What follows belongs to an exercise in optimizing a design on an open flow for small area and a short achievable clock period; a production flow would make more cautious choices. Function was checked by simulation only, so behaviour that the tests miss may differ from the original.

**flow/config.mk**
```make
export PLATFORM = sky130hd
export DESIGN_NAME = arith_encoder
export DESIGN_NICKNAME = arith_encoder
export VERILOG_FILES = /design/flow/design.v
export SDC_FILE = /design/flow/constraint.sdc
export NUM_CORES = 4
export LEC_CHECK = 0
export ABC_AREA = 1
export CAP_MARGIN = 20
export CORE_MARGIN = 2
export CORE_UTILIZATION = 40
export CTS_BUF_LIST = sky130_fd_sc_hd__clkbuf_8
export SETUP_SLACK_MARGIN = 2.5
export SLEW_MARGIN = 20
```
**flow/constraint.sdc**
```tcl
create_clock -name core_clock -period 9.0 [get_ports {general_clk}]
set_input_delay 1.8000 -clock core_clock [delete_from_list [all_inputs] [get_ports {general_clk}]]
set_output_delay 1.8000 -clock core_clock [all_outputs]
set_load 0.01 [all_outputs]
```
**flow/design.v**
```verilog
`timescale 1ns/1ps
module pipeline_control (
  input  logic general_clk,
  input  logic reset,
  input  logic in_valid,
  output logic out_valid
);
  logic v1, v2;
  always_ff @(posedge general_clk) begin
    if (reset) begin
      v1 <= 1'b0;
      v2 <= 1'b0;
    end else begin
      v1 <= in_valid;
      v2 <= v1;
    end
  end
  assign out_valid = v2;
endmodule
`timescale 1ns/1ps
module probability_stage (
  input  logic        general_clk,
  input  logic        reset,
  input  logic        in_valid,
  input  logic [15:0] fl,
  input  logic [15:0] fh,
  input  logic [3:0]  symbol,
  input  logic [4:0]  nsyms,
  input  logic        bool_mode,
  output logic        p_x,
  output logic        p_en,
  output logic        p_z,
  output logic        p_s,         
  output logic [9:0]  p_m2n,       
  output logic [5:0]  p_k,
  output logic [9:0]  p_nn,       
  output logic [4:0]  p_o2
);
  logic        vin;
  logic [9:0]  fl6, fh6;
  logic        first, sel_a, sel_c, sel_q;
  logic [5:0]  kd;        
  logic [4:0]  kdiff;     
  logic        kpos;
  logic [9:0]  m_p, m_q;
  logic [5:0]  k_next;
  assign vin   = in_valid & ~reset;
  assign fl6   = fl[15:6];
  assign fh6   = fh[15:6];
  assign first = (fl == 16'h8000);
  assign sel_a = vin & bool_mode & symbol[0];
  assign sel_c = vin & ~bool_mode & ~first;
  assign sel_q = vin & ~(bool_mode & symbol[0]);    
  assign kd    = {1'b0, nsyms} - {2'b00, symbol};
  assign kpos  = ~kd[5] & (kd[4:0] != 5'd0);
  assign kdiff = kd[5] ? 5'd0 : kd[4:0];
  assign m_p = sel_a ? fh6 : (sel_c ? fl6 : 10'd512);
  assign m_q = sel_q ? fh6 : 10'd0;
  always_comb begin
    if (sel_a)          k_next = 6'd1;
    else if (sel_c)     k_next = {5'd0, kpos};
    else if (!vin)      k_next = 6'd0;
    else if (bool_mode) k_next = 6'h3f;
    else if (kpos)      k_next = 6'd1 - {1'b0, kdiff};
    else                k_next = 6'd0;
  end
  always_ff @(posedge general_clk) begin
    p_x  <= ~sel_a & ~sel_c;
    p_z  <= ~sel_a & ~sel_c;
    p_en <= sel_q & fh6[0] & ~(sel_c & fl6[0]);
    {p_s, p_m2n} <= ({1'b0, m_p} - {1'b0, m_q}) ^ 11'h3ff;    
    p_k  <= k_next;
    p_nn  <= ~(sel_c ? fl6 : fh6);    
    p_o2 <= sel_c ? kdiff : 5'd1;
  end
endmodule
`timescale 1ns/1ps
module interval_update (
  input  logic        general_clk,
  input  logic        reset,
  input  logic        p_x,
  input  logic        p_en,
  input  logic        p_z,
  input  logic        p_s,         
  input  logic [9:0]  p_m2n,       
  input  logic [5:0]  p_k,
  input  logic [9:0]  p_nn,        
  input  logic [4:0]  p_o2,
  output logic [15:0] range_q,
  output logic [3:0]  d_q,
  output logic [15:0] add_next
);
  logic [7:0]  r8;
  logic [16:0] sum2;
  logic [16:0] sum2n;
  logic [15:0] raw;
  logic [15:0] rn;
  assign r8 = range_q[15:8];
  assign rn = ~range_q;
  wire [7:0] r8n = rn[15:8];
  wire lt_1, lt_2;
  assign lt_1 = (r8[7] & ~p_m2n[0]) ^ (r8[6] & ~p_m2n[1]);
  assign lt_2 = (r8[7] & ~p_m2n[0]) & (r8[6] & ~p_m2n[1]);
  wire lt_3, lt_4;
  assign lt_3 = (r8[7] & ~p_m2n[1]) ^ (r8[6] & ~p_m2n[2]) ^ (r8[5] & ~p_m2n[3]);
  assign lt_4 = ((r8[7] & ~p_m2n[1]) & (r8[6] & ~p_m2n[2])) | ((r8[7] & ~p_m2n[1]) & (r8[5] & ~p_m2n[3])) | ((r8[6] & ~p_m2n[2]) & (r8[5] & ~p_m2n[3]));
  wire lt_5, lt_6;
  assign lt_5 = (r8[7] & ~p_m2n[2]) ^ (r8[6] & ~p_m2n[3]);
  assign lt_6 = (r8[7] & ~p_m2n[2]) & (r8[6] & ~p_m2n[3]);
  wire lt_7, lt_8;
  assign lt_7 = (r8[7] & ~p_m2n[3]) ^ (r8[6] & ~p_m2n[4]) ^ (r8[5] & ~p_m2n[5]);
  assign lt_8 = ((r8[7] & ~p_m2n[3]) & (r8[6] & ~p_m2n[4])) | ((r8[7] & ~p_m2n[3]) & (r8[5] & ~p_m2n[5])) | ((r8[6] & ~p_m2n[4]) & (r8[5] & ~p_m2n[5]));
  wire lt_9, lt_10;
  assign lt_9 = (r8[4] & ~p_m2n[0]) ^ (r8[3] & ~p_m2n[1]);
  assign lt_10 = (r8[4] & ~p_m2n[0]) & (r8[3] & ~p_m2n[1]);
  wire lt_11, lt_12;
  assign lt_11 = (r8[5] & ~p_m2n[0]) ^ (r8[4] & ~p_m2n[1]) ^ (r8[3] & ~p_m2n[2]);
  assign lt_12 = ((r8[5] & ~p_m2n[0]) & (r8[4] & ~p_m2n[1])) | ((r8[5] & ~p_m2n[0]) & (r8[3] & ~p_m2n[2])) | ((r8[4] & ~p_m2n[1]) & (r8[3] & ~p_m2n[2]));
  wire lt_13, lt_14;
  assign lt_13 = (r8[2] & ~p_m2n[3]) ^ (r8[1] & ~p_m2n[4]);
  assign lt_14 = (r8[2] & ~p_m2n[3]) & (r8[1] & ~p_m2n[4]);
  wire lt_15, lt_16;
  assign lt_15 = (r8[6] & ~p_m2n[0]) ^ (r8[5] & ~p_m2n[1]) ^ (r8[4] & ~p_m2n[2]);
  assign lt_16 = ((r8[6] & ~p_m2n[0]) & (r8[5] & ~p_m2n[1])) | ((r8[6] & ~p_m2n[0]) & (r8[4] & ~p_m2n[2])) | ((r8[5] & ~p_m2n[1]) & (r8[4] & ~p_m2n[2]));
  wire lt_17, lt_18;
  assign lt_17 = (r8[3] & ~p_m2n[3]) ^ (r8[2] & ~p_m2n[4]) ^ (r8[1] & ~p_m2n[5]);
  assign lt_18 = ((r8[3] & ~p_m2n[3]) & (r8[2] & ~p_m2n[4])) | ((r8[3] & ~p_m2n[3]) & (r8[1] & ~p_m2n[5])) | ((r8[2] & ~p_m2n[4]) & (r8[1] & ~p_m2n[5]));
  wire lt_19, lt_20;
  assign lt_19 = (r8[0] & ~p_m2n[6]) ^ (range_q[5] & p_x);
  assign lt_20 = (r8[0] & ~p_m2n[6]) & (range_q[5] & p_x);
  wire lt_21, lt_22;
  assign lt_21 = (r8[5] & ~p_m2n[2]) ^ (r8[4] & ~p_m2n[3]) ^ (r8[3] & ~p_m2n[4]);
  assign lt_22 = ((r8[5] & ~p_m2n[2]) & (r8[4] & ~p_m2n[3])) | ((r8[5] & ~p_m2n[2]) & (r8[3] & ~p_m2n[4])) | ((r8[4] & ~p_m2n[3]) & (r8[3] & ~p_m2n[4]));
  wire lt_23, lt_24;
  assign lt_23 = (r8[2] & ~p_m2n[5]) ^ (r8[1] & ~p_m2n[6]) ^ (r8[0] & ~p_m2n[7]);
  assign lt_24 = ((r8[2] & ~p_m2n[5]) & (r8[1] & ~p_m2n[6])) | ((r8[2] & ~p_m2n[5]) & (r8[0] & ~p_m2n[7])) | ((r8[1] & ~p_m2n[6]) & (r8[0] & ~p_m2n[7]));
  wire lt_25, lt_26;
  assign lt_25 = (range_q[6] & p_x) ^ p_k[4] ^ lt_1;
  assign lt_26 = ((range_q[6] & p_x) & p_k[4]) | ((range_q[6] & p_x) & lt_1) | (p_k[4] & lt_1);
  wire lt_27, lt_28;
  assign lt_27 = (r8[4] & ~p_m2n[4]) ^ (r8[3] & ~p_m2n[5]) ^ (r8[2] & ~p_m2n[6]);
  assign lt_28 = ((r8[4] & ~p_m2n[4]) & (r8[3] & ~p_m2n[5])) | ((r8[4] & ~p_m2n[4]) & (r8[2] & ~p_m2n[6])) | ((r8[3] & ~p_m2n[5]) & (r8[2] & ~p_m2n[6]));
  wire lt_29, lt_30;
  assign lt_29 = (r8[1] & ~p_m2n[7]) ^ (r8[0] & ~p_m2n[8]) ^ (range_q[7] & p_x);
  assign lt_30 = ((r8[1] & ~p_m2n[7]) & (r8[0] & ~p_m2n[8])) | ((r8[1] & ~p_m2n[7]) & (range_q[7] & p_x)) | ((r8[0] & ~p_m2n[8]) & (range_q[7] & p_x));
  wire lt_31, lt_32;
  assign lt_31 = p_k[5] ^ lt_3 ^ lt_2;
  assign lt_32 = (p_k[5] & lt_3) | (p_k[5] & lt_2) | (lt_3 & lt_2);
  wire lt_33, lt_34;
  assign lt_33 = (r8[5] & ~p_m2n[4]) ^ (r8[4] & ~p_m2n[5]) ^ (r8[3] & ~p_m2n[6]);
  assign lt_34 = ((r8[5] & ~p_m2n[4]) & (r8[4] & ~p_m2n[5])) | ((r8[5] & ~p_m2n[4]) & (r8[3] & ~p_m2n[6])) | ((r8[4] & ~p_m2n[5]) & (r8[3] & ~p_m2n[6]));
  wire lt_35, lt_36;
  assign lt_35 = (r8[2] & ~p_m2n[7]) ^ (r8[1] & ~p_m2n[8]) ^ (r8[0] & ~p_m2n[9]);
  assign lt_36 = ((r8[2] & ~p_m2n[7]) & (r8[1] & ~p_m2n[8])) | ((r8[2] & ~p_m2n[7]) & (r8[0] & ~p_m2n[9])) | ((r8[1] & ~p_m2n[8]) & (r8[0] & ~p_m2n[9]));
  wire lt_37, lt_38;
  assign lt_37 = p_k[5] ^ lt_5 ^ lt_4;
  assign lt_38 = (p_k[5] & lt_5) | (p_k[5] & lt_4) | (lt_5 & lt_4);
  wire lt_39, lt_40;
  assign lt_39 = (r8[4] & ~p_m2n[6]) ^ (r8[3] & ~p_m2n[7]) ^ (r8[2] & ~p_m2n[8]);
  assign lt_40 = ((r8[4] & ~p_m2n[6]) & (r8[3] & ~p_m2n[7])) | ((r8[4] & ~p_m2n[6]) & (r8[2] & ~p_m2n[8])) | ((r8[3] & ~p_m2n[7]) & (r8[2] & ~p_m2n[8]));
  wire lt_41, lt_42;
  assign lt_41 = (r8[1] & ~p_m2n[9]) ^ (p_s & r8n[0]) ^ p_s;
  assign lt_42 = ((r8[1] & ~p_m2n[9]) & (p_s & r8n[0])) | ((r8[1] & ~p_m2n[9]) & p_s) | ((p_s & r8n[0]) & p_s);
  wire lt_43, lt_44;
  assign lt_43 = p_k[5] ^ lt_7 ^ lt_6;
  assign lt_44 = (p_k[5] & lt_7) | (p_k[5] & lt_6) | (lt_7 & lt_6);
  wire lt_45, lt_46;
  assign lt_45 = (r8[7] & ~p_m2n[4]) ^ (r8[6] & ~p_m2n[5]) ^ (r8[5] & ~p_m2n[6]);
  assign lt_46 = ((r8[7] & ~p_m2n[4]) & (r8[6] & ~p_m2n[5])) | ((r8[7] & ~p_m2n[4]) & (r8[5] & ~p_m2n[6])) | ((r8[6] & ~p_m2n[5]) & (r8[5] & ~p_m2n[6]));
  wire lt_47, lt_48;
  assign lt_47 = (r8[4] & ~p_m2n[7]) ^ (r8[3] & ~p_m2n[8]) ^ (r8[2] & ~p_m2n[9]);
  assign lt_48 = ((r8[4] & ~p_m2n[7]) & (r8[3] & ~p_m2n[8])) | ((r8[4] & ~p_m2n[7]) & (r8[2] & ~p_m2n[9])) | ((r8[3] & ~p_m2n[8]) & (r8[2] & ~p_m2n[9]));
  wire lt_49, lt_50;
  assign lt_49 = (p_s & r8n[1]) ^ p_k[5] ^ lt_8;
  assign lt_50 = ((p_s & r8n[1]) & p_k[5]) | ((p_s & r8n[1]) & lt_8) | (p_k[5] & lt_8);
  wire lt_51, lt_52;
  assign lt_51 = (r8[7] & ~p_m2n[5]) ^ (r8[6] & ~p_m2n[6]) ^ (r8[5] & ~p_m2n[7]);
  assign lt_52 = ((r8[7] & ~p_m2n[5]) & (r8[6] & ~p_m2n[6])) | ((r8[7] & ~p_m2n[5]) & (r8[5] & ~p_m2n[7])) | ((r8[6] & ~p_m2n[6]) & (r8[5] & ~p_m2n[7]));
  wire lt_53, lt_54;
  assign lt_53 = (r8[4] & ~p_m2n[8]) ^ (r8[3] & ~p_m2n[9]) ^ (p_s & r8n[2]);
  assign lt_54 = ((r8[4] & ~p_m2n[8]) & (r8[3] & ~p_m2n[9])) | ((r8[4] & ~p_m2n[8]) & (p_s & r8n[2])) | ((r8[3] & ~p_m2n[9]) & (p_s & r8n[2]));
  wire lt_55, lt_56;
  assign lt_55 = (r8[7] & ~p_m2n[6]) ^ (r8[6] & ~p_m2n[7]) ^ (r8[5] & ~p_m2n[8]);
  assign lt_56 = ((r8[7] & ~p_m2n[6]) & (r8[6] & ~p_m2n[7])) | ((r8[7] & ~p_m2n[6]) & (r8[5] & ~p_m2n[8])) | ((r8[6] & ~p_m2n[7]) & (r8[5] & ~p_m2n[8]));
  wire lt_57, lt_58;
  assign lt_57 = (r8[3] & ~p_m2n[0]) ^ (r8[2] & ~p_m2n[1]) ^ (r8[1] & ~p_m2n[2]);
  assign lt_58 = ((r8[3] & ~p_m2n[0]) & (r8[2] & ~p_m2n[1])) | ((r8[3] & ~p_m2n[0]) & (r8[1] & ~p_m2n[2])) | ((r8[2] & ~p_m2n[1]) & (r8[1] & ~p_m2n[2]));
  wire lt_59, lt_60;
  assign lt_59 = (r8[2] & ~p_m2n[2]) ^ (r8[1] & ~p_m2n[3]) ^ (r8[0] & ~p_m2n[4]);
  assign lt_60 = ((r8[2] & ~p_m2n[2]) & (r8[1] & ~p_m2n[3])) | ((r8[2] & ~p_m2n[2]) & (r8[0] & ~p_m2n[4])) | ((r8[1] & ~p_m2n[3]) & (r8[0] & ~p_m2n[4]));
  wire lt_61, lt_62;
  assign lt_61 = (range_q[3] & p_x) ^ p_k[1];
  assign lt_62 = (range_q[3] & p_x) & p_k[1];
  wire lt_63, lt_64;
  assign lt_63 = (r8[0] & ~p_m2n[5]) ^ (range_q[4] & p_x) ^ p_k[2];
  assign lt_64 = ((r8[0] & ~p_m2n[5]) & (range_q[4] & p_x)) | ((r8[0] & ~p_m2n[5]) & p_k[2]) | ((range_q[4] & p_x) & p_k[2]);
  wire lt_65, lt_66;
  assign lt_65 = lt_11 ^ lt_13 ^ lt_10;
  assign lt_66 = (lt_11 & lt_13) | (lt_11 & lt_10) | (lt_13 & lt_10);
  wire lt_67, lt_68;
  assign lt_67 = p_k[3] ^ lt_15 ^ lt_17;
  assign lt_68 = (p_k[3] & lt_15) | (p_k[3] & lt_17) | (lt_15 & lt_17);
  wire lt_69, lt_70;
  assign lt_69 = lt_19 ^ lt_12 ^ lt_14;
  assign lt_70 = (lt_19 & lt_12) | (lt_19 & lt_14) | (lt_12 & lt_14);
  wire lt_71, lt_72;
  assign lt_71 = lt_21 ^ lt_23 ^ lt_25;
  assign lt_72 = (lt_21 & lt_23) | (lt_21 & lt_25) | (lt_23 & lt_25);
  wire lt_73, lt_74;
  assign lt_73 = lt_16 ^ lt_18 ^ lt_20;
  assign lt_74 = (lt_16 & lt_18) | (lt_16 & lt_20) | (lt_18 & lt_20);
  wire lt_75, lt_76;
  assign lt_75 = lt_27 ^ lt_29 ^ lt_31;
  assign lt_76 = (lt_27 & lt_29) | (lt_27 & lt_31) | (lt_29 & lt_31);
  wire lt_77, lt_78;
  assign lt_77 = lt_22 ^ lt_24 ^ lt_26;
  assign lt_78 = (lt_22 & lt_24) | (lt_22 & lt_26) | (lt_24 & lt_26);
  wire lt_79, lt_80;
  assign lt_79 = lt_33 ^ lt_35 ^ lt_37;
  assign lt_80 = (lt_33 & lt_35) | (lt_33 & lt_37) | (lt_35 & lt_37);
  wire lt_81, lt_82;
  assign lt_81 = lt_28 ^ lt_30 ^ lt_32;
  assign lt_82 = (lt_28 & lt_30) | (lt_28 & lt_32) | (lt_30 & lt_32);
  wire lt_83, lt_84;
  assign lt_83 = lt_39 ^ lt_41 ^ lt_43;
  assign lt_84 = (lt_39 & lt_41) | (lt_39 & lt_43) | (lt_41 & lt_43);
  wire lt_85, lt_86;
  assign lt_85 = lt_34 ^ lt_36 ^ lt_38;
  assign lt_86 = (lt_34 & lt_36) | (lt_34 & lt_38) | (lt_36 & lt_38);
  wire lt_87, lt_88;
  assign lt_87 = lt_45 ^ lt_47 ^ lt_49;
  assign lt_88 = (lt_45 & lt_47) | (lt_45 & lt_49) | (lt_47 & lt_49);
  wire lt_89, lt_90;
  assign lt_89 = lt_40 ^ lt_42 ^ lt_44;
  assign lt_90 = (lt_40 & lt_42) | (lt_40 & lt_44) | (lt_42 & lt_44);
  wire lt_91, lt_92;
  assign lt_91 = p_k[5] ^ lt_51 ^ lt_53;
  assign lt_92 = (p_k[5] & lt_51) | (p_k[5] & lt_53) | (lt_51 & lt_53);
  wire lt_93, lt_94;
  assign lt_93 = lt_46 ^ lt_48 ^ lt_50;
  assign lt_94 = (lt_46 & lt_48) | (lt_46 & lt_50) | (lt_48 & lt_50);
  wire lt_95, lt_96;
  assign lt_95 = (r8[4] & ~p_m2n[9]) ^ (p_s & r8n[3]) ^ p_k[5];
  assign lt_96 = ((r8[4] & ~p_m2n[9]) & (p_s & r8n[3])) | ((r8[4] & ~p_m2n[9]) & p_k[5]) | ((p_s & r8n[3]) & p_k[5]);
  wire lt_97, lt_98;
  assign lt_97 = lt_55 ^ lt_52 ^ lt_54;
  assign lt_98 = (lt_55 & lt_52) | (lt_55 & lt_54) | (lt_52 & lt_54);
  wire lt_99, lt_100;
  assign lt_99 = (r8[7] & ~p_m2n[7]) ^ (r8[6] & ~p_m2n[8]) ^ (r8[5] & ~p_m2n[9]);
  assign lt_100 = ((r8[7] & ~p_m2n[7]) & (r8[6] & ~p_m2n[8])) | ((r8[7] & ~p_m2n[7]) & (r8[5] & ~p_m2n[9])) | ((r8[6] & ~p_m2n[8]) & (r8[5] & ~p_m2n[9]));
  wire lt_101, lt_102;
  assign lt_101 = (p_s & r8n[4]) ^ p_k[5] ^ lt_56;
  assign lt_102 = ((p_s & r8n[4]) & p_k[5]) | ((p_s & r8n[4]) & lt_56) | (p_k[5] & lt_56);
  wire lt_103, lt_104;
  assign lt_103 = (r8[7] & ~p_m2n[8]) ^ (r8[6] & ~p_m2n[9]) ^ (p_s & r8n[5]);
  assign lt_104 = ((r8[7] & ~p_m2n[8]) & (r8[6] & ~p_m2n[9])) | ((r8[7] & ~p_m2n[8]) & (p_s & r8n[5])) | ((r8[6] & ~p_m2n[9]) & (p_s & r8n[5]));
  wire lt_105, lt_106;
  assign lt_105 = (r8[1] & ~p_m2n[0]) ^ (r8[0] & ~p_m2n[1]);
  assign lt_106 = (r8[1] & ~p_m2n[0]) & (r8[0] & ~p_m2n[1]);
  wire lt_107, lt_108;
  assign lt_107 = (r8[2] & ~p_m2n[0]) ^ (r8[1] & ~p_m2n[1]) ^ (r8[0] & ~p_m2n[2]);
  assign lt_108 = ((r8[2] & ~p_m2n[0]) & (r8[1] & ~p_m2n[1])) | ((r8[2] & ~p_m2n[0]) & (r8[0] & ~p_m2n[2])) | ((r8[1] & ~p_m2n[1]) & (r8[0] & ~p_m2n[2]));
  wire lt_109, lt_110;
  assign lt_109 = (r8[0] & ~p_m2n[3]) ^ (range_q[2] & p_x) ^ p_k[0];
  assign lt_110 = ((r8[0] & ~p_m2n[3]) & (range_q[2] & p_x)) | ((r8[0] & ~p_m2n[3]) & p_k[0]) | ((range_q[2] & p_x) & p_k[0]);
  wire lt_111, lt_112;
  assign lt_111 = lt_9 ^ lt_59 ^ lt_61;
  assign lt_112 = (lt_9 & lt_59) | (lt_9 & lt_61) | (lt_59 & lt_61);
  wire lt_113, lt_114;
  assign lt_113 = lt_63 ^ lt_65 ^ lt_60;
  assign lt_114 = (lt_63 & lt_65) | (lt_63 & lt_60) | (lt_65 & lt_60);
  wire lt_115, lt_116;
  assign lt_115 = lt_67 ^ lt_69 ^ lt_64;
  assign lt_116 = (lt_67 & lt_69) | (lt_67 & lt_64) | (lt_69 & lt_64);
  wire lt_117, lt_118;
  assign lt_117 = lt_71 ^ lt_73 ^ lt_68;
  assign lt_118 = (lt_71 & lt_73) | (lt_71 & lt_68) | (lt_73 & lt_68);
  wire lt_119, lt_120;
  assign lt_119 = lt_75 ^ lt_77 ^ lt_72;
  assign lt_120 = (lt_75 & lt_77) | (lt_75 & lt_72) | (lt_77 & lt_72);
  wire lt_121, lt_122;
  assign lt_121 = lt_79 ^ lt_81 ^ lt_76;
  assign lt_122 = (lt_79 & lt_81) | (lt_79 & lt_76) | (lt_81 & lt_76);
  wire lt_123, lt_124;
  assign lt_123 = lt_83 ^ lt_85 ^ lt_80;
  assign lt_124 = (lt_83 & lt_85) | (lt_83 & lt_80) | (lt_85 & lt_80);
  wire lt_125, lt_126;
  assign lt_125 = lt_87 ^ lt_89 ^ lt_84;
  assign lt_126 = (lt_87 & lt_89) | (lt_87 & lt_84) | (lt_89 & lt_84);
  wire lt_127, lt_128;
  assign lt_127 = lt_91 ^ lt_93 ^ lt_88;
  assign lt_128 = (lt_91 & lt_93) | (lt_91 & lt_88) | (lt_93 & lt_88);
  wire lt_129, lt_130;
  assign lt_129 = lt_95 ^ lt_97 ^ lt_92;
  assign lt_130 = (lt_95 & lt_97) | (lt_95 & lt_92) | (lt_97 & lt_92);
  wire lt_131, lt_132;
  assign lt_131 = lt_99 ^ lt_101 ^ lt_96;
  assign lt_132 = (lt_99 & lt_101) | (lt_99 & lt_96) | (lt_101 & lt_96);
  wire lt_133, lt_134;
  assign lt_133 = p_k[5] ^ lt_103 ^ lt_100;
  assign lt_134 = (p_k[5] & lt_103) | (p_k[5] & lt_100) | (lt_103 & lt_100);
  wire lt_135, lt_136;
  assign lt_135 = (r8[7] & ~p_m2n[9]) ^ (p_s & r8n[6]) ^ p_k[5];
  assign lt_136 = ((r8[7] & ~p_m2n[9]) & (p_s & r8n[6])) | ((r8[7] & ~p_m2n[9]) & p_k[5]) | ((p_s & r8n[6]) & p_k[5]);
  wire lt_137, lt_138;
  assign lt_137 = (range_q[0] & p_x) ^ (p_en & r8[0]);
  assign lt_138 = (range_q[0] & p_x) & (p_en & r8[0]);
  wire lt_139, lt_140;
  assign lt_139 = (range_q[1] & p_x) ^ lt_107 ^ lt_106;
  assign lt_140 = ((range_q[1] & p_x) & lt_107) | ((range_q[1] & p_x) & lt_106) | (lt_107 & lt_106);
  wire lt_141, lt_142;
  assign lt_141 = lt_57 ^ lt_109 ^ lt_108;
  assign lt_142 = (lt_57 & lt_109) | (lt_57 & lt_108) | (lt_109 & lt_108);
  wire lt_143, lt_144;
  assign lt_143 = lt_58 ^ lt_111 ^ lt_110;
  assign lt_144 = (lt_58 & lt_111) | (lt_58 & lt_110) | (lt_111 & lt_110);
  wire lt_145, lt_146;
  assign lt_145 = lt_62 ^ lt_113 ^ lt_112;
  assign lt_146 = (lt_62 & lt_113) | (lt_62 & lt_112) | (lt_113 & lt_112);
  wire lt_147, lt_148;
  assign lt_147 = lt_66 ^ lt_115 ^ lt_114;
  assign lt_148 = (lt_66 & lt_115) | (lt_66 & lt_114) | (lt_115 & lt_114);
  wire lt_149, lt_150;
  assign lt_149 = lt_70 ^ lt_117 ^ lt_116;
  assign lt_150 = (lt_70 & lt_117) | (lt_70 & lt_116) | (lt_117 & lt_116);
  wire lt_151, lt_152;
  assign lt_151 = lt_74 ^ lt_119 ^ lt_118;
  assign lt_152 = (lt_74 & lt_119) | (lt_74 & lt_118) | (lt_119 & lt_118);
  wire lt_153, lt_154;
  assign lt_153 = lt_78 ^ lt_121 ^ lt_120;
  assign lt_154 = (lt_78 & lt_121) | (lt_78 & lt_120) | (lt_121 & lt_120);
  wire lt_155, lt_156;
  assign lt_155 = lt_82 ^ lt_123 ^ lt_122;
  assign lt_156 = (lt_82 & lt_123) | (lt_82 & lt_122) | (lt_123 & lt_122);
  wire lt_157, lt_158;
  assign lt_157 = lt_86 ^ lt_125 ^ lt_124;
  assign lt_158 = (lt_86 & lt_125) | (lt_86 & lt_124) | (lt_125 & lt_124);
  wire lt_159, lt_160;
  assign lt_159 = lt_90 ^ lt_127 ^ lt_126;
  assign lt_160 = (lt_90 & lt_127) | (lt_90 & lt_126) | (lt_127 & lt_126);
  wire lt_161, lt_162;
  assign lt_161 = lt_94 ^ lt_129 ^ lt_128;
  assign lt_162 = (lt_94 & lt_129) | (lt_94 & lt_128) | (lt_129 & lt_128);
  wire lt_163, lt_164;
  assign lt_163 = lt_98 ^ lt_131 ^ lt_130;
  assign lt_164 = (lt_98 & lt_131) | (lt_98 & lt_130) | (lt_131 & lt_130);
  wire lt_165, lt_166;
  assign lt_165 = lt_102 ^ lt_133 ^ lt_132;
  assign lt_166 = (lt_102 & lt_133) | (lt_102 & lt_132) | (lt_133 & lt_132);
  wire lt_167, lt_168;
  assign lt_167 = lt_104 ^ lt_135 ^ lt_134;
  assign lt_168 = (lt_104 & lt_135) | (lt_104 & lt_134) | (lt_135 & lt_134);
  wire [16:0] lt_a, lt_b;
  assign lt_a = {lt_167, lt_165, lt_163, lt_161, lt_159, lt_157, lt_155, lt_153, lt_151, lt_149, lt_147, lt_145, lt_143, lt_141, lt_139, lt_105, 1'b0};
  assign lt_b = {lt_166, lt_164, lt_162, lt_160, lt_158, lt_156, lt_154, lt_152, lt_150, lt_148, lt_146, lt_144, lt_142, lt_140, lt_138, lt_137, 1'b0};
  assign sum2 = lt_a + lt_b;
  assign raw  = sum2[16:1];
  wire at_1, at_2;
  assign at_1 = rn[6] ^ p_o2[4];
  assign at_2 = rn[6] & p_o2[4];
  wire at_3, at_4;
  assign at_3 = rn[7] ^ (r8[7] & ~p_nn[1]);
  assign at_4 = rn[7] & (r8[7] & ~p_nn[1]);
  wire at_5, at_6;
  assign at_5 = rn[8] ^ (r8[7] & ~p_nn[2]);
  assign at_6 = rn[8] & (r8[7] & ~p_nn[2]);
  wire at_7, at_8;
  assign at_7 = rn[3] ^ p_o2[1];
  assign at_8 = rn[3] & p_o2[1];
  wire at_9, at_10;
  assign at_9 = rn[4] ^ p_o2[2] ^ (r8[5] & ~p_nn[0]);
  assign at_10 = (rn[4] & p_o2[2]) | (rn[4] & (r8[5] & ~p_nn[0])) | (p_o2[2] & (r8[5] & ~p_nn[0]));
  wire at_11, at_12;
  assign at_11 = (r8[4] & ~p_nn[1]) ^ (r8[3] & ~p_nn[2]);
  assign at_12 = (r8[4] & ~p_nn[1]) & (r8[3] & ~p_nn[2]);
  wire at_13, at_14;
  assign at_13 = rn[5] ^ p_o2[3] ^ (r8[6] & ~p_nn[0]);
  assign at_14 = (rn[5] & p_o2[3]) | (rn[5] & (r8[6] & ~p_nn[0])) | (p_o2[3] & (r8[6] & ~p_nn[0]));
  wire at_15, at_16;
  assign at_15 = (r8[5] & ~p_nn[1]) ^ (r8[4] & ~p_nn[2]) ^ (r8[3] & ~p_nn[3]);
  assign at_16 = ((r8[5] & ~p_nn[1]) & (r8[4] & ~p_nn[2])) | ((r8[5] & ~p_nn[1]) & (r8[3] & ~p_nn[3])) | ((r8[4] & ~p_nn[2]) & (r8[3] & ~p_nn[3]));
  wire at_17, at_18;
  assign at_17 = (r8[2] & ~p_nn[4]) ^ (r8[1] & ~p_nn[5]);
  assign at_18 = (r8[2] & ~p_nn[4]) & (r8[1] & ~p_nn[5]);
  wire at_19, at_20;
  assign at_19 = (r8[7] & ~p_nn[0]) ^ (r8[6] & ~p_nn[1]) ^ (r8[5] & ~p_nn[2]);
  assign at_20 = ((r8[7] & ~p_nn[0]) & (r8[6] & ~p_nn[1])) | ((r8[7] & ~p_nn[0]) & (r8[5] & ~p_nn[2])) | ((r8[6] & ~p_nn[1]) & (r8[5] & ~p_nn[2]));
  wire at_21, at_22;
  assign at_21 = (r8[4] & ~p_nn[3]) ^ (r8[3] & ~p_nn[4]) ^ (r8[2] & ~p_nn[5]);
  assign at_22 = ((r8[4] & ~p_nn[3]) & (r8[3] & ~p_nn[4])) | ((r8[4] & ~p_nn[3]) & (r8[2] & ~p_nn[5])) | ((r8[3] & ~p_nn[4]) & (r8[2] & ~p_nn[5]));
  wire at_23, at_24;
  assign at_23 = (r8[1] & ~p_nn[6]) ^ (r8[0] & ~p_nn[7]) ^ at_1;
  assign at_24 = ((r8[1] & ~p_nn[6]) & (r8[0] & ~p_nn[7])) | ((r8[1] & ~p_nn[6]) & at_1) | ((r8[0] & ~p_nn[7]) & at_1);
  wire at_25, at_26;
  assign at_25 = (r8[6] & ~p_nn[2]) ^ (r8[5] & ~p_nn[3]) ^ (r8[4] & ~p_nn[4]);
  assign at_26 = ((r8[6] & ~p_nn[2]) & (r8[5] & ~p_nn[3])) | ((r8[6] & ~p_nn[2]) & (r8[4] & ~p_nn[4])) | ((r8[5] & ~p_nn[3]) & (r8[4] & ~p_nn[4]));
  wire at_27, at_28;
  assign at_27 = (r8[3] & ~p_nn[5]) ^ (r8[2] & ~p_nn[6]) ^ (r8[1] & ~p_nn[7]);
  assign at_28 = ((r8[3] & ~p_nn[5]) & (r8[2] & ~p_nn[6])) | ((r8[3] & ~p_nn[5]) & (r8[1] & ~p_nn[7])) | ((r8[2] & ~p_nn[6]) & (r8[1] & ~p_nn[7]));
  wire at_29, at_30;
  assign at_29 = (r8[0] & ~p_nn[8]) ^ at_3 ^ at_2;
  assign at_30 = ((r8[0] & ~p_nn[8]) & at_3) | ((r8[0] & ~p_nn[8]) & at_2) | (at_3 & at_2);
  wire at_31, at_32;
  assign at_31 = (r8[6] & ~p_nn[3]) ^ (r8[5] & ~p_nn[4]) ^ (r8[4] & ~p_nn[5]);
  assign at_32 = ((r8[6] & ~p_nn[3]) & (r8[5] & ~p_nn[4])) | ((r8[6] & ~p_nn[3]) & (r8[4] & ~p_nn[5])) | ((r8[5] & ~p_nn[4]) & (r8[4] & ~p_nn[5]));
  wire at_33, at_34;
  assign at_33 = (r8[3] & ~p_nn[6]) ^ (r8[2] & ~p_nn[7]) ^ (r8[1] & ~p_nn[8]);
  assign at_34 = ((r8[3] & ~p_nn[6]) & (r8[2] & ~p_nn[7])) | ((r8[3] & ~p_nn[6]) & (r8[1] & ~p_nn[8])) | ((r8[2] & ~p_nn[7]) & (r8[1] & ~p_nn[8]));
  wire at_35, at_36;
  assign at_35 = (r8[0] & ~p_nn[9]) ^ at_5 ^ at_4;
  assign at_36 = ((r8[0] & ~p_nn[9]) & at_5) | ((r8[0] & ~p_nn[9]) & at_4) | (at_5 & at_4);
  wire at_37, at_38;
  assign at_37 = rn[9] ^ (r8[7] & ~p_nn[3]) ^ (r8[6] & ~p_nn[4]);
  assign at_38 = (rn[9] & (r8[7] & ~p_nn[3])) | (rn[9] & (r8[6] & ~p_nn[4])) | ((r8[7] & ~p_nn[3]) & (r8[6] & ~p_nn[4]));
  wire at_39, at_40;
  assign at_39 = (r8[5] & ~p_nn[5]) ^ (r8[4] & ~p_nn[6]) ^ (r8[3] & ~p_nn[7]);
  assign at_40 = ((r8[5] & ~p_nn[5]) & (r8[4] & ~p_nn[6])) | ((r8[5] & ~p_nn[5]) & (r8[3] & ~p_nn[7])) | ((r8[4] & ~p_nn[6]) & (r8[3] & ~p_nn[7]));
  wire at_41, at_42;
  assign at_41 = (r8[2] & ~p_nn[8]) ^ (r8[1] & ~p_nn[9]) ^ at_6;
  assign at_42 = ((r8[2] & ~p_nn[8]) & (r8[1] & ~p_nn[9])) | ((r8[2] & ~p_nn[8]) & at_6) | ((r8[1] & ~p_nn[9]) & at_6);
  wire at_43, at_44;
  assign at_43 = rn[10] ^ (r8[7] & ~p_nn[4]) ^ (r8[6] & ~p_nn[5]);
  assign at_44 = (rn[10] & (r8[7] & ~p_nn[4])) | (rn[10] & (r8[6] & ~p_nn[5])) | ((r8[7] & ~p_nn[4]) & (r8[6] & ~p_nn[5]));
  wire at_45, at_46;
  assign at_45 = (r8[5] & ~p_nn[6]) ^ (r8[4] & ~p_nn[7]) ^ (r8[3] & ~p_nn[8]);
  assign at_46 = ((r8[5] & ~p_nn[6]) & (r8[4] & ~p_nn[7])) | ((r8[5] & ~p_nn[6]) & (r8[3] & ~p_nn[8])) | ((r8[4] & ~p_nn[7]) & (r8[3] & ~p_nn[8]));
  wire at_47, at_48;
  assign at_47 = rn[11] ^ (r8[7] & ~p_nn[5]) ^ (r8[6] & ~p_nn[6]);
  assign at_48 = (rn[11] & (r8[7] & ~p_nn[5])) | (rn[11] & (r8[6] & ~p_nn[6])) | ((r8[7] & ~p_nn[5]) & (r8[6] & ~p_nn[6]));
  wire at_49, at_50;
  assign at_49 = rn[2] ^ p_o2[0] ^ (r8[3] & ~p_nn[0]);
  assign at_50 = (rn[2] & p_o2[0]) | (rn[2] & (r8[3] & ~p_nn[0])) | (p_o2[0] & (r8[3] & ~p_nn[0]));
  wire at_51, at_52;
  assign at_51 = (r8[4] & ~p_nn[0]) ^ (r8[3] & ~p_nn[1]) ^ (r8[2] & ~p_nn[2]);
  assign at_52 = ((r8[4] & ~p_nn[0]) & (r8[3] & ~p_nn[1])) | ((r8[4] & ~p_nn[0]) & (r8[2] & ~p_nn[2])) | ((r8[3] & ~p_nn[1]) & (r8[2] & ~p_nn[2]));
  wire at_53, at_54;
  assign at_53 = (r8[1] & ~p_nn[3]) ^ (r8[0] & ~p_nn[4]);
  assign at_54 = (r8[1] & ~p_nn[3]) & (r8[0] & ~p_nn[4]);
  wire at_55, at_56;
  assign at_55 = (r8[2] & ~p_nn[3]) ^ (r8[1] & ~p_nn[4]) ^ (r8[0] & ~p_nn[5]);
  assign at_56 = ((r8[2] & ~p_nn[3]) & (r8[1] & ~p_nn[4])) | ((r8[2] & ~p_nn[3]) & (r8[0] & ~p_nn[5])) | ((r8[1] & ~p_nn[4]) & (r8[0] & ~p_nn[5]));
  wire at_57, at_58;
  assign at_57 = at_9 ^ at_11 ^ at_8;
  assign at_58 = (at_9 & at_11) | (at_9 & at_8) | (at_11 & at_8);
  wire at_59, at_60;
  assign at_59 = (r8[0] & ~p_nn[6]) ^ at_13 ^ at_15;
  assign at_60 = ((r8[0] & ~p_nn[6]) & at_13) | ((r8[0] & ~p_nn[6]) & at_15) | (at_13 & at_15);
  wire at_61, at_62;
  assign at_61 = at_17 ^ at_10 ^ at_12;
  assign at_62 = (at_17 & at_10) | (at_17 & at_12) | (at_10 & at_12);
  wire at_63, at_64;
  assign at_63 = at_19 ^ at_21 ^ at_23;
  assign at_64 = (at_19 & at_21) | (at_19 & at_23) | (at_21 & at_23);
  wire at_65, at_66;
  assign at_65 = at_14 ^ at_16 ^ at_18;
  assign at_66 = (at_14 & at_16) | (at_14 & at_18) | (at_16 & at_18);
  wire at_67, at_68;
  assign at_67 = at_25 ^ at_27 ^ at_29;
  assign at_68 = (at_25 & at_27) | (at_25 & at_29) | (at_27 & at_29);
  wire at_69, at_70;
  assign at_69 = at_20 ^ at_22 ^ at_24;
  assign at_70 = (at_20 & at_22) | (at_20 & at_24) | (at_22 & at_24);
  wire at_71, at_72;
  assign at_71 = at_31 ^ at_33 ^ at_35;
  assign at_72 = (at_31 & at_33) | (at_31 & at_35) | (at_33 & at_35);
  wire at_73, at_74;
  assign at_73 = at_26 ^ at_28 ^ at_30;
  assign at_74 = (at_26 & at_28) | (at_26 & at_30) | (at_28 & at_30);
  wire at_75, at_76;
  assign at_75 = at_37 ^ at_39 ^ at_41;
  assign at_76 = (at_37 & at_39) | (at_37 & at_41) | (at_39 & at_41);
  wire at_77, at_78;
  assign at_77 = at_32 ^ at_34 ^ at_36;
  assign at_78 = (at_32 & at_34) | (at_32 & at_36) | (at_34 & at_36);
  wire at_79, at_80;
  assign at_79 = (r8[2] & ~p_nn[9]) ^ at_43 ^ at_45;
  assign at_80 = ((r8[2] & ~p_nn[9]) & at_43) | ((r8[2] & ~p_nn[9]) & at_45) | (at_43 & at_45);
  wire at_81, at_82;
  assign at_81 = at_38 ^ at_40 ^ at_42;
  assign at_82 = (at_38 & at_40) | (at_38 & at_42) | (at_40 & at_42);
  wire at_83, at_84;
  assign at_83 = (r8[5] & ~p_nn[7]) ^ (r8[4] & ~p_nn[8]) ^ (r8[3] & ~p_nn[9]);
  assign at_84 = ((r8[5] & ~p_nn[7]) & (r8[4] & ~p_nn[8])) | ((r8[5] & ~p_nn[7]) & (r8[3] & ~p_nn[9])) | ((r8[4] & ~p_nn[8]) & (r8[3] & ~p_nn[9]));
  wire at_85, at_86;
  assign at_85 = at_47 ^ at_44 ^ at_46;
  assign at_86 = (at_47 & at_44) | (at_47 & at_46) | (at_44 & at_46);
  wire at_87, at_88;
  assign at_87 = rn[12] ^ (r8[7] & ~p_nn[6]) ^ (r8[6] & ~p_nn[7]);
  assign at_88 = (rn[12] & (r8[7] & ~p_nn[6])) | (rn[12] & (r8[6] & ~p_nn[7])) | ((r8[7] & ~p_nn[6]) & (r8[6] & ~p_nn[7]));
  wire at_89, at_90;
  assign at_89 = (r8[5] & ~p_nn[8]) ^ (r8[4] & ~p_nn[9]) ^ at_48;
  assign at_90 = ((r8[5] & ~p_nn[8]) & (r8[4] & ~p_nn[9])) | ((r8[5] & ~p_nn[8]) & at_48) | ((r8[4] & ~p_nn[9]) & at_48);
  wire at_91, at_92;
  assign at_91 = rn[13] ^ (r8[7] & ~p_nn[7]) ^ (r8[6] & ~p_nn[8]);
  assign at_92 = (rn[13] & (r8[7] & ~p_nn[7])) | (rn[13] & (r8[6] & ~p_nn[8])) | ((r8[7] & ~p_nn[7]) & (r8[6] & ~p_nn[8]));
  wire at_93, at_94;
  assign at_93 = rn[1] ^ (r8[2] & ~p_nn[0]);
  assign at_94 = rn[1] & (r8[2] & ~p_nn[0]);
  wire at_95, at_96;
  assign at_95 = (r8[2] & ~p_nn[1]) ^ (r8[1] & ~p_nn[2]) ^ (r8[0] & ~p_nn[3]);
  assign at_96 = ((r8[2] & ~p_nn[1]) & (r8[1] & ~p_nn[2])) | ((r8[2] & ~p_nn[1]) & (r8[0] & ~p_nn[3])) | ((r8[1] & ~p_nn[2]) & (r8[0] & ~p_nn[3]));
  wire at_97, at_98;
  assign at_97 = at_7 ^ at_51 ^ at_53;
  assign at_98 = (at_7 & at_51) | (at_7 & at_53) | (at_51 & at_53);
  wire at_99, at_100;
  assign at_99 = at_55 ^ at_57 ^ at_52;
  assign at_100 = (at_55 & at_57) | (at_55 & at_52) | (at_57 & at_52);
  wire at_101, at_102;
  assign at_101 = at_59 ^ at_61 ^ at_56;
  assign at_102 = (at_59 & at_61) | (at_59 & at_56) | (at_61 & at_56);
  wire at_103, at_104;
  assign at_103 = at_63 ^ at_65 ^ at_60;
  assign at_104 = (at_63 & at_65) | (at_63 & at_60) | (at_65 & at_60);
  wire at_105, at_106;
  assign at_105 = at_67 ^ at_69 ^ at_64;
  assign at_106 = (at_67 & at_69) | (at_67 & at_64) | (at_69 & at_64);
  wire at_107, at_108;
  assign at_107 = at_71 ^ at_73 ^ at_68;
  assign at_108 = (at_71 & at_73) | (at_71 & at_68) | (at_73 & at_68);
  wire at_109, at_110;
  assign at_109 = at_75 ^ at_77 ^ at_72;
  assign at_110 = (at_75 & at_77) | (at_75 & at_72) | (at_77 & at_72);
  wire at_111, at_112;
  assign at_111 = at_79 ^ at_81 ^ at_76;
  assign at_112 = (at_79 & at_81) | (at_79 & at_76) | (at_81 & at_76);
  wire at_113, at_114;
  assign at_113 = at_83 ^ at_85 ^ at_80;
  assign at_114 = (at_83 & at_85) | (at_83 & at_80) | (at_85 & at_80);
  wire at_115, at_116;
  assign at_115 = at_87 ^ at_89 ^ at_84;
  assign at_116 = (at_87 & at_89) | (at_87 & at_84) | (at_89 & at_84);
  wire at_117, at_118;
  assign at_117 = (r8[5] & ~p_nn[9]) ^ at_91 ^ at_88;
  assign at_118 = ((r8[5] & ~p_nn[9]) & at_91) | ((r8[5] & ~p_nn[9]) & at_88) | (at_91 & at_88);
  wire at_119, at_120;
  assign at_119 = rn[14] ^ (r8[7] & ~p_nn[8]) ^ (r8[6] & ~p_nn[9]);
  assign at_120 = (rn[14] & (r8[7] & ~p_nn[8])) | (rn[14] & (r8[6] & ~p_nn[9])) | ((r8[7] & ~p_nn[8]) & (r8[6] & ~p_nn[9]));
  wire at_121, at_122;
  assign at_121 = rn[0] ^ (r8[1] & ~p_nn[0]);
  assign at_122 = rn[0] & (r8[1] & ~p_nn[0]);
  wire at_123, at_124;
  assign at_123 = (r8[1] & ~p_nn[1]) ^ (r8[0] & ~p_nn[2]) ^ at_93;
  assign at_124 = ((r8[1] & ~p_nn[1]) & (r8[0] & ~p_nn[2])) | ((r8[1] & ~p_nn[1]) & at_93) | ((r8[0] & ~p_nn[2]) & at_93);
  wire at_125, at_126;
  assign at_125 = at_49 ^ at_95 ^ at_94;
  assign at_126 = (at_49 & at_95) | (at_49 & at_94) | (at_95 & at_94);
  wire at_127, at_128;
  assign at_127 = at_50 ^ at_97 ^ at_96;
  assign at_128 = (at_50 & at_97) | (at_50 & at_96) | (at_97 & at_96);
  wire at_129, at_130;
  assign at_129 = at_54 ^ at_99 ^ at_98;
  assign at_130 = (at_54 & at_99) | (at_54 & at_98) | (at_99 & at_98);
  wire at_131, at_132;
  assign at_131 = at_58 ^ at_101 ^ at_100;
  assign at_132 = (at_58 & at_101) | (at_58 & at_100) | (at_101 & at_100);
  wire at_133, at_134;
  assign at_133 = at_62 ^ at_103 ^ at_102;
  assign at_134 = (at_62 & at_103) | (at_62 & at_102) | (at_103 & at_102);
  wire at_135, at_136;
  assign at_135 = at_66 ^ at_105 ^ at_104;
  assign at_136 = (at_66 & at_105) | (at_66 & at_104) | (at_105 & at_104);
  wire at_137, at_138;
  assign at_137 = at_70 ^ at_107 ^ at_106;
  assign at_138 = (at_70 & at_107) | (at_70 & at_106) | (at_107 & at_106);
  wire at_139, at_140;
  assign at_139 = at_74 ^ at_109 ^ at_108;
  assign at_140 = (at_74 & at_109) | (at_74 & at_108) | (at_109 & at_108);
  wire at_141, at_142;
  assign at_141 = at_78 ^ at_111 ^ at_110;
  assign at_142 = (at_78 & at_111) | (at_78 & at_110) | (at_111 & at_110);
  wire at_143, at_144;
  assign at_143 = at_82 ^ at_113 ^ at_112;
  assign at_144 = (at_82 & at_113) | (at_82 & at_112) | (at_113 & at_112);
  wire at_145, at_146;
  assign at_145 = at_86 ^ at_115 ^ at_114;
  assign at_146 = (at_86 & at_115) | (at_86 & at_114) | (at_115 & at_114);
  wire at_147, at_148;
  assign at_147 = at_90 ^ at_117 ^ at_116;
  assign at_148 = (at_90 & at_117) | (at_90 & at_116) | (at_117 & at_116);
  wire at_149, at_150;
  assign at_149 = at_92 ^ at_119 ^ at_118;
  assign at_150 = (at_92 & at_119) | (at_92 & at_118) | (at_119 & at_118);
  wire at_151, at_152;
  assign at_151 = rn[15] ^ (r8[7] & ~p_nn[9]) ^ at_120;
  assign at_152 = (rn[15] & (r8[7] & ~p_nn[9])) | (rn[15] & at_120) | ((r8[7] & ~p_nn[9]) & at_120);
  wire [16:0] at_a, at_b;
  assign at_a = {at_151, at_149, at_147, at_145, at_143, at_141, at_139, at_137, at_135, at_133, at_131, at_129, at_127, at_125, at_123, (r8[0] & ~p_nn[1]), 1'b0};
  assign at_b = {at_150, at_148, at_146, at_144, at_142, at_140, at_138, at_136, at_134, at_132, at_130, at_128, at_126, at_124, at_122, at_121, 1'b0};
  assign sum2n    = at_a + at_b;
  assign add_next = ~(sum2n[16:1] | {16{p_z}});
  logic        z8, z4, z2, z1, raw_zero;
  logic [15:0] t1, t2, t3, range_next;
  logic [3:0]  d_next;
  assign z8 = ~|raw[15:8];
  assign t1 = z8 ? {raw[7:0], 8'd0} : raw;
  assign z4 = ~|t1[15:12];
  assign t2 = z4 ? {t1[11:0], 4'd0} : t1;
  assign z2 = ~|t2[15:14];
  assign t3 = z2 ? {t2[13:0], 2'd0} : t2;
  assign z1 = ~t3[15];
  assign range_next = z1 ? {t3[14:0], 1'b0} : t3;
  assign raw_zero = ~|raw;
  assign d_next = (raw_zero | reset) ? 4'd0 : {z8, z4, z2, z1};
  always_ff @(posedge general_clk) begin
    if (reset) range_q <= 16'd32768;
    else       range_q <= range_next;
    d_q <= d_next;
  end
endmodule
`timescale 1ns/1ps
module renormalizer (
  input  logic        general_clk,
  input  logic        reset,
  input  logic [15:0] add_next,
  input  logic [3:0]  d_q,
  output logic [23:0] low_out,
  output logic [4:0]  cnt_out,
  output logic [1:0]  bit_flag,
  output logic [15:0] out_bit_1,
  output logic [15:0] out_bit_2
);
  logic [23:0] sum_q;
  logic [3:0]  cq;
  logic [4:0]  e_sum;        
  logic        emit1, emit2;
  logic [2:0]  f_sum;        
  logic [23:0] low_shl;
  logic [23:0] low_next;
  logic [23:0] sum_next;
  logic [3:0]  cq_next;
  logic [7:0]  keep_hi;
  logic [24:0] win_src;
  logic [23:0] win;
  assign e_sum = {1'b0, cq} + {1'b0, d_q};
  assign emit1 = e_sum >= 5'd9;
  assign emit2 = e_sum >= 5'd17;
  assign f_sum = e_sum[2:0] - 3'd1;    
  always_comb begin
    case (f_sum)
      3'd0: keep_hi = 8'h00;
      3'd1: keep_hi = 8'h01;
      3'd2: keep_hi = 8'h03;
      3'd3: keep_hi = 8'h07;
      3'd4: keep_hi = 8'h0f;
      3'd5: keep_hi = 8'h1f;
      3'd6: keep_hi = 8'h3f;
      default: keep_hi = 8'h7f;
    endcase
    if (!emit1) keep_hi = 8'hff;
  end
  assign low_shl  = sum_q << d_q;
  assign low_next = low_shl & {keep_hi, 16'hffff};
  assign cq_next  = emit1 ? {1'b0, f_sum} + 4'd1 : e_sum[3:0];
  assign sum_next = low_next + {8'd0, add_next};
  assign win_src = {sum_q, 1'b0};
  assign win     = 24'(win_src >> cq);
  always_ff @(posedge general_clk) begin
    if (reset) begin
      sum_q <= '0;
      cq    <= '0;
    end else begin
      sum_q <= sum_next;
      cq    <= cq_next;
    end
  end
  assign low_out   = low_next;
  assign cnt_out   = {1'b0, cq_next} - 5'd9;
  assign bit_flag  = {emit2, emit1 & ~emit2};
  assign out_bit_1 = win[23:8];
  assign out_bit_2 = {8'd0, win[7:0]};
endmodule
`timescale 1ns/1ps
module arith_encoder #(
  parameter int SYMBOL_WIDTH = 4
) (
  input  logic                    general_clk,
  input  logic                    reset,
  input  logic                    in_valid,
  input  logic [15:0]             fl,
  input  logic [15:0]             fh,
  input  logic [SYMBOL_WIDTH-1:0] symbol,
  input  logic [SYMBOL_WIDTH:0]   nsyms,
  input  logic                    bool_mode,
  output logic                    out_valid,
  output logic [15:0]             range_out,
  output logic [23:0]             low_out,
  output logic [4:0]              cnt_out,
  output logic [1:0]              bit_flag,
  output logic [15:0]             out_bit_1,
  output logic [15:0]             out_bit_2
);
  logic        p_x, p_en, p_z;
  logic        p_s;
  logic [9:0]  p_m2n;
  logic [5:0]  p_k;
  logic [9:0]  p_nn;
  logic [4:0]  p_o2;
  logic [15:0] add_next;
  logic [3:0]  d_q;
  pipeline_control u_control (
    .general_clk (general_clk),
    .reset       (reset),
    .in_valid    (in_valid),
    .out_valid   (out_valid)
  );
  probability_stage u_stage_1 (
    .general_clk (general_clk),
    .reset       (reset),
    .in_valid    (in_valid),
    .fl          (fl),
    .fh          (fh),
    .symbol      (symbol),
    .nsyms       (nsyms),
    .bool_mode   (bool_mode),
    .p_x         (p_x),
    .p_en        (p_en),
    .p_z         (p_z),
    .p_s         (p_s),
    .p_m2n       (p_m2n),
    .p_k         (p_k),
    .p_nn         (p_nn),
    .p_o2        (p_o2)
  );
  interval_update u_stage_2 (
    .general_clk (general_clk),
    .reset       (reset),
    .p_x         (p_x),
    .p_en        (p_en),
    .p_z         (p_z),
    .p_s         (p_s),
    .p_m2n       (p_m2n),
    .p_k         (p_k),
    .p_nn         (p_nn),
    .p_o2        (p_o2),
    .range_q     (range_out),
    .d_q         (d_q),
    .add_next    (add_next)
  );
  renormalizer u_stage_3 (
    .general_clk (general_clk),
    .reset       (reset),
    .add_next    (add_next),
    .d_q         (d_q),
    .low_out     (low_out),
    .cnt_out     (cnt_out),
    .bit_flag    (bit_flag),
    .out_bit_1   (out_bit_1),
    .out_bit_2   (out_bit_2)
  );
endmodule
```
**flow/flow/run.sh**
```bash
#!/bin/bash
# The standard layout with three changes: synthesis skips the quick ABC pass
# inside Yosys's synth (the final ABC mapping still runs), adders use Yosys's
# Sklansky carry network instead of Kogge-Stone, and the ports get the
# smallest buffer instead of the delay buffer that buffer_ports picks by
# default. All output goes to run_standard.log in this folder; ORFS keeps its
# own logs under orfs/logs.
set -euo pipefail
export SYNTH_ARGS="-noabc"
export SYNTH_OPERATIONS_ARGS="-extra-map +/choices/sklansky.v"
export BUFFER_PORTS_ARGS="-buffer_cell sky130_fd_sc_hd__buf_1"
bash standard.sh > run_standard.log 2>&1
```
**flow/standard.sh**
```bash
#!/bin/bash
# synth_recipe.tcl (not shown) runs the flow's synth.tcl, then flattens the netlist and writes it again
# the make line also repeats each setting of config.mk as NAME=value (left out here)
make -C /OpenROAD-flow-scripts/flow DESIGN_CONFIG=/design/flow/config.mk WORK_HOME=/design/flow/orfs CLKGATE_MAP_FILE= SYNTH_SCRIPT=/design/flow/synth_recipe.tcl "${@:-finish}"
```
==> summary.txt, run 1 <==
Outcome:
- The run finished with no timing, DRC or antenna violations.

Global route:
- The first-pass GRT wire length is 52.6 mm.
- The most congested layer reported by global routing is met2.
- For this run, the total global-route usage over all layers was measured as 20.7%.
- Summed over all layers, the global routing overflow is 0.
- The met3 capacity usage during global routing is under 10%.
- The pin count of the biggest net entering global routing is 48.
- The via count of the first global-routing pass is 10600.
- Global routing consumed, on the met2 layer, 37.8% of the routing resources.
- For this run, global-route usage on met1 was measured as between 20% and 30%.
- The initial antenna violation count came to 0.

Timing:
- The minimum period implied by the final worst setup slack is around 6.2 ns.
- Adding up every negative setup slack in the final design gives 0 ns.
- In this run the tightest slew margin relative to its limit is about a third.
- In the post-route analysis, the smallest setup slack over all paths is approximately 2.8 ns.
- The pin slew with the least headroom to its limit is between 0.9 and 1 ns.
- The top achievable clock speed is 162 MHz.
- The max-slew violation total from the final report is 0.
- Of the available clock period, the critical path in the final layout requires 68.5%.
- Setup violations remaining at the end of the flow were counted as 0.
- The final clock skew is between 0.01 and 0.015 ns.
- Setup repair after global routing could not meet its margin everywhere.
- The number of hold violations in the final report is 0.
- Final hold analysis gives a worst-case slack of 0.459 ns.

Floorplan:
- The die is 179 µm wide.
- The row count is 64.
- The floorplan step defined a die boundary enclosing 0.0322 mm².
- The floorplan step defined a core boundary enclosing 0.0304 mm².
- The number of primary I/O pins is 125.
- The starting utilization of the core area is 40.4%.
- Measured along the y axis, the die boundary spans 179 µm.

Clock network:
- The clock drives between 80 and 90 sinks.
- The deepest clock path buffer count is 2.
- Clock latency on the worst-skew pair, taken at its later pin, is between 0.3 and 0.4 ns.
- Buffers inserted to repair hold after CTS numbered 0.
- Clock tree synthesis inserted a total of 9 buffers.
- Clock-pin slew was measured on the worst setup and hold paths at approximately 0.09 ns.
- The cell chosen for the clock root is clkbuf_8.
- The number of H-tree levels is 3.
- The CTS tree is built.

Synthesis:
- Summed over its instances, the top area cell type makes up 26.0% of the synthesized netlist area.
- Synthesis handed over a netlist of 1716 instances.
- fa_1 takes more of the synthesized area than any other cell.
- The count of synthesis-stage warnings from yosys is 4.
- The number of enable-type register cells in the synthesized netlist is 0.
- The synthesized design contains 84 register bits.
- In the post-synthesis netlist, the biggest area contributors are fa_1 26%, dfxtp_1 14%, nand2_1 13%.
- The mapped netlist covers 0.0123 mm².
- Counting flops with an async set or reset pin after synthesis yields a share of 0%.
- The average size of a mapped cell is roughly 7 µm².
- By count the netlist is led by 413 x nand2_1, 250 x nor2_1, 216 x inv_1.
- The most frequent cell after synthesis is nand2_1.
- The share of the yosys chip area belonging to registers is between 10% and 20%.
- The most used flip-flop cell after synthesis is dfxtp_1.
- The number of different library cells used by synthesis comes to 52.

Worst setup path:
- The slowest stage cell on the critical path is fa_1.
- The critical path launch point type is a flip-flop.
- The setup path with the least slack is of type flip-flop to flip-flop.
- The critical path starts at u_stage_2.range_q[13].
- Data on the critical path is required at its endpoint by 9.26 ns.
- The nature of the critical path endpoint is a flip-flop.
- The worst register-to-register path begins at u_stage_2.range_q[13].
- The library cell appearing most often on the critical path is fa_1.
- Of all nets on the critical path, the largest fanout is 19.
- STA puts the critical path data arrival time at between 6 and 7 ns.
- For this run, the slowest stage of the critical path takes 0.58 ns.

Layout:
- The utilization after layout is 43.6%.
- The share of final-layout standard cells stronger than drive strength 1 is 5.85%.
- The area of the multi-input gates is 0.00937 mm².
- The count of non-filler cells in the finished layout is 2174.
- The number of nets in the finished design is 2070.
- The number of antenna cells inserted is 0.
- The sequential cells in the finished layout cover a total of about 0.0017 mm².
- The area growth from synthesis to layout is 7.85%.
- The count of fill cells added during filler insertion is between 3000 and 4000.

Routing:
- Using the TritonRoute via totals, the vias-per-cell ratio works out to 4.99.
- The final routed wire length divided by cell count is 15.0 µm.
- After the first detailed-routing iteration, the DRC count stood at 592.
- The final wirelength is 32.5 mm.
- The detailed router placed 10900 vias in this run.
- The first detailed-routing pass ran for 5 iterations.
- In this run the remaining antenna-violating nets after routing total 0.
- For this run, design rule violations remaining after detail routing come to 0.

Placed design:
- The half-perimeter wire length after detailed placement is 26.3 mm.
- The weighted congestion reported at the end of routability-driven placement is 0.874.
- Once placement completed, the tool counted placed cells totaling 2142.
- OpenSTA, run right after detailed placement, puts the worst setup slack at about 2.1 ns.
- The count of port buffers added during placement is 110.

Run:
- The count of max-cap constraint violations is 0.

Hold path:
- The path category of the worst min-delay check is flip-flop to flip-flop.
- In this run the most critical hold path is launched from u_control.v1.
through the flow:
step	instance area, µm²
floorplan	12300
global placement	12800
detailed placement	12800
CTS	13100
global route	13300
finish	13300
repair_timing:
item | in CTS | in global routing
pin swaps | 1 | 8
cloned | 1 | 3
resized for setup | 8 | 24
endpoints found under the setup margin | 27 | 27
setup buffers | 3 | 9
critical path, delay by kind of cell, from the launching register on:
kind / cells / cell delay [ns]
xor+xnor: 1 / 0.17
buf+inv: 6 / 0.67
compound gates: 3 / 0.44
flops: 1 / 0.34
fa+ha+maj: 7 / 3.13
simple gates: 11 / 1.29
worst paths after layout:
path / slack (ns) / endpoint / cells past startpoint
worst max-delay path: 2.84 / u_stage_2.range_q[15] / 28
worst max register to register: 2.84 / u_stage_2.range_q[15] / 28
worst min register to register: 0.46 / u_control.v2 / 2
worst min-delay path: 0.46 / u_control.v2 / 2
layer usage:
| layer | vias up | part of all wire, % |
|---|---|---|
| li1 | 5406 | - |
| met1 | 5148 | 43 |
| met2 | 264 | 50 |
| met3 | 38 | 4.0 |
| met4 | 0 | 2.2 |
| met5 | - | 0 |
cells by family after synthesis:
logic type	share of synthesized area, %
AO/OA/AOI/OAI	11.0
XOR/XNOR	2.07
adder cells (fa/ha/maj)	35.4
buffers and inverters	11.0
flip-flops	13.7
multiplexers	1.38
other	0.0305
AND/OR/NAND/NOR	25.5
sequential cells by signal (all words and copies together) (netlist names):
register	cells
u_stage_3.sum_q	24
u_stage_2.range_q	16
u_stage_1.p_m2n	10
u_stage_1.p_nn	10
u_stage_1.p_k	6
u_stage_1.p_o2	5
u_stage_2.d_q	4
u_stage_3.cq	4
u_control.v1	1
u_control.v2	1
u_stage_1.p_en	1
u_stage_1.p_s	1
u_stage_1.p_x	1
cell usage in the layout, fill, tap and decap left out, types with 4 or more instances in the layout:
master	instances
mux2i_1	17
conb_1	8
nand2_4	8
fa_1	160
o211ai_1	13
a31oi_1	6
a21oi_1	49
and2_1	4
inv_1	212
nand2_1	413
buf_4	17
dfxtp_1	80
o21ai_1	6
nor4_1	5
nand3_2	4
xor2_1	18
nor2_1	247
nand3_1	41
o21ai_0	155
inv_2	4
xnor2_1	10
buf_1	110
nand2_2	5
ha_1	90
clkinvlp_4	5
clkbuf_8	9
nand4_1	4
or2_2	10
a21o_1	4
nor2_4	6
area by class of cell:
class,instances,share of cell area (%)
Tap cell,396,3.74
Multi-Input combinational cell,1316,70.6
Timing Repair Buffer,131,4.58
Clock buffer,9,0.934
Sequential cell,84,12.8
Inverter,228,6.69
Timing Repair inverter,3,0.113
Clock inverter,7,0.557
==> run 2, diff against run 1 <==
--- a/flow/config.mk
+++ b/flow/config.mk
@@ -8,7 +8,8 @@
 export ABC_AREA = 1
 export CAP_MARGIN = 20
 export CORE_MARGIN = 2
-export CORE_UTILIZATION = 40
+export CORE_UTILIZATION = 55
 export CTS_BUF_LIST = sky130_fd_sc_hd__clkbuf_8
+export PLACE_DENSITY = 0.7
 export SETUP_SLACK_MARGIN = 2.5
 export SLEW_MARGIN = 20
==> summary.txt, run 2 <==
Worst setup path:
- The critical path arrival is ~6.4 ns.
- Tracing the worst setup path back leads to its startpoint at u_stage_2.range_q[13].
- The largest single stage delay on the critical path is 0.58 ns.
- STA classifies the critical path endpoint as a flip-flop.
- The endpoint required time on the critical path is 9.27 ns.
- The library cell appearing most often on the critical path is fa_1.

Placed design:
- In this run the cell area measured after placement is 0.0126 mm².

Timing:
- The minimum period implied by the final worst setup slack is 6.17 ns.
- The top achievable clock speed is 162 MHz.
- Hold timing on the final database bottoms out at a slack of 0.425 ns.
- Headroom to the max-slew limit came out at 42.4%.
- The total negative setup slack is 0 ns.

Synthesis:
- The proportion of register bits with asynchronous set or reset after synthesis is 0%.
- The number of different library cells in the post-synthesis netlist is 52.
- The number of enable-type register cells in the synthesized netlist is 0.
- The instance count of the mapped netlist is 1716.
- Sorting the synthesized cells by how often they occur yields 413 x nand2_1, 250 x nor2_1, 216 x inv_1.

Layout:
- The number of flip-flops under the largest register name is 24.
- Cells with a size suffix above 1 make up under 10% of the layout.
- From synthesis to final layout, the design area changed by 6.57%.
- The utilization after layout is 59.9%.
- The net count of the finished layout is 2071.
- Leaving out fill and tap cells, the most frequent cells in the layout are 412 x nand2_1, 248 x nor2_1, 212 x inv_1, 160 x fa_1, 155 x o21ai_0.
- The top register by number of flip-flops is u_stage_3.sum_q.

Routing:
- In this run the remaining antenna-violating nets after routing total 0.
- Dividing the detail-routed wire length by the instance count gives about 16 µm.
- For this block, wires on met1 add up to 13.2 mm.
- Summed over all nets, wire length on met2 after detailed routing comes to 15.6 mm.
- The initial detailed-routing violation count is 708.
- The met3 wirelength from detailed routing is 1.63 mm.
- The first detailed-routing pass took 5 iterations.
- Signal routing reaches up to met4.

Clock network:
- Clock-pin slew was measured on the worst setup and hold paths at 0.11 ns.
- In this run, CTS created clock tree buffers numbering 9.
- The clock net in this run drives a total of 84 sinks.
- The cell chosen for the clock root is clkbuf_8.
- No sink is reached through more buffers than the 2 on the longest clock path.

Floorplan:
- The die is 154 µm wide.
- The die area is 0.0236 mm².
- The floorplan step set the die height to roughly 150 µm.

Global route:
- The via count of the first global-routing pass is 10600.
- The first-pass GRT wire length is 51.2 mm.
- The overall global routing resource usage is 27.0%.
- The total overflow left after global routing is 0.

Hold path:
- The startpoint identified for the worst hold timing path is u_control.v1.

Run:
- The tool flagged a number of max-cap violations equal to 0.

Outcome:
- The flow ran to the end and the layout has no timing, DRC or antenna violations.
run 2: cell counts after synthesis:
Identical to the previous run, type by type.
run 2: cell families after synthesis:
family	count (synthesis)	synth area share, %
XOR/XNOR	29	2.07
flip-flops	84	13.7
buffers and inverters	324	11.0
AND/OR/NAND/NOR	760	25.5
adder cells (fa/ha/maj)	252	35.4
AO/OA/AOI/OAI	249	11.0
other	1	0.0305
multiplexers	17	1.38
run 2: worst paths after layout:
path,end,slack [ns],cells after the start
setup / recovery,u_stage_2.range_q[15],2.83,27
hold / removal,u_control.v2,0.43,2
setup reg to reg,u_stage_2.range_q[15],2.83,27
hold reg to reg,u_control.v2,0.43,2
run 2: critical path: cells and delay by family, from the launching register on:
kind,cells,cell delay (ns)
adder cells (fa/ha/maj),7,3.17
buffers and inverters,5,0.52
AND/OR/NAND/NOR,11,1.36
XOR/XNOR,1,0.17
flip-flops,1,0.33
AO/OA/AOI/OAI,3,0.44
run 2: cell type report:
| type | instances | area (µm²) |
|---|---|---|
| multi-input cells | 1317 | 9340 |
| fillers | 2084 | 8790 |
| flip-flops and latches | 84 | 1700 |
| inverters | 228 | 898 |
| repair buffers | 131 | 599 |
| well taps | 280 | 350 |
| clock buffers | 9 | 124 |
| clock inverters | 7 | 83.8 |
| repair inverters | 3 | 15.0 |
run 2: per-stage QoR:
stage,worst slack (ns),std cells
floorplan,2.89,1723
global placement,1.84,2021
detailed placement,1.81,2021
CTS,2.48,2038
global route,2.48,2059
finish,2.83,2059
run 2: routing by layer:
| layer | up-vias | track usage (%) |
|---|---|---|
| li1 | 5421 | - |
| met1 | 5135 | 34.0 |
| met2 | 337 | 45.4 |
| met3 | 91 | 3.83 |
| met4 | 0 | 13.6 |
| met5 | - | 0 |
run 2: timing repair:
action                                  4_1_cts  5_1_grt
cloned                                        1        4
hold buffers                                  0        0
setup buffers                                 0       17
endpoints found under the setup margin       29       28
gates resized for setup                      11       23
pin swaps                                     0        7

## port drivers added, routing unchanged
No port has a modelled driver above. Below, the same layouts with a new extraction and two added sets of constraints. Step 1, drivers: a clkbuf_16 drives general_clk and a buf_2 each remaining input, both assumed. Step 2 moves the port delays by t, midway between the first and last clock arrival at a register: inputs arrive t later, outputs are due t later. That takes back most of the time a late clock gives input paths. Three values: no drivers, after step 1, after step 2; two values: the first two.
run | shift t [ns] | setup WS [ns] | worst hold slack (ns)
run 1 | 0.418 | 2.839 / 2.839 / 2.628 | 0.459 / 0.459 / 0.459
run 2 | 0.427 | 2.831 / 2.831 / 2.632 | 0.425 / 0.425 / 0.425
After both steps setup and hold are still met in every run listed. For run 1, which loses most, drivers alone change the setup slack by 0.000 ns; drivers and shift together by -0.211 ns.
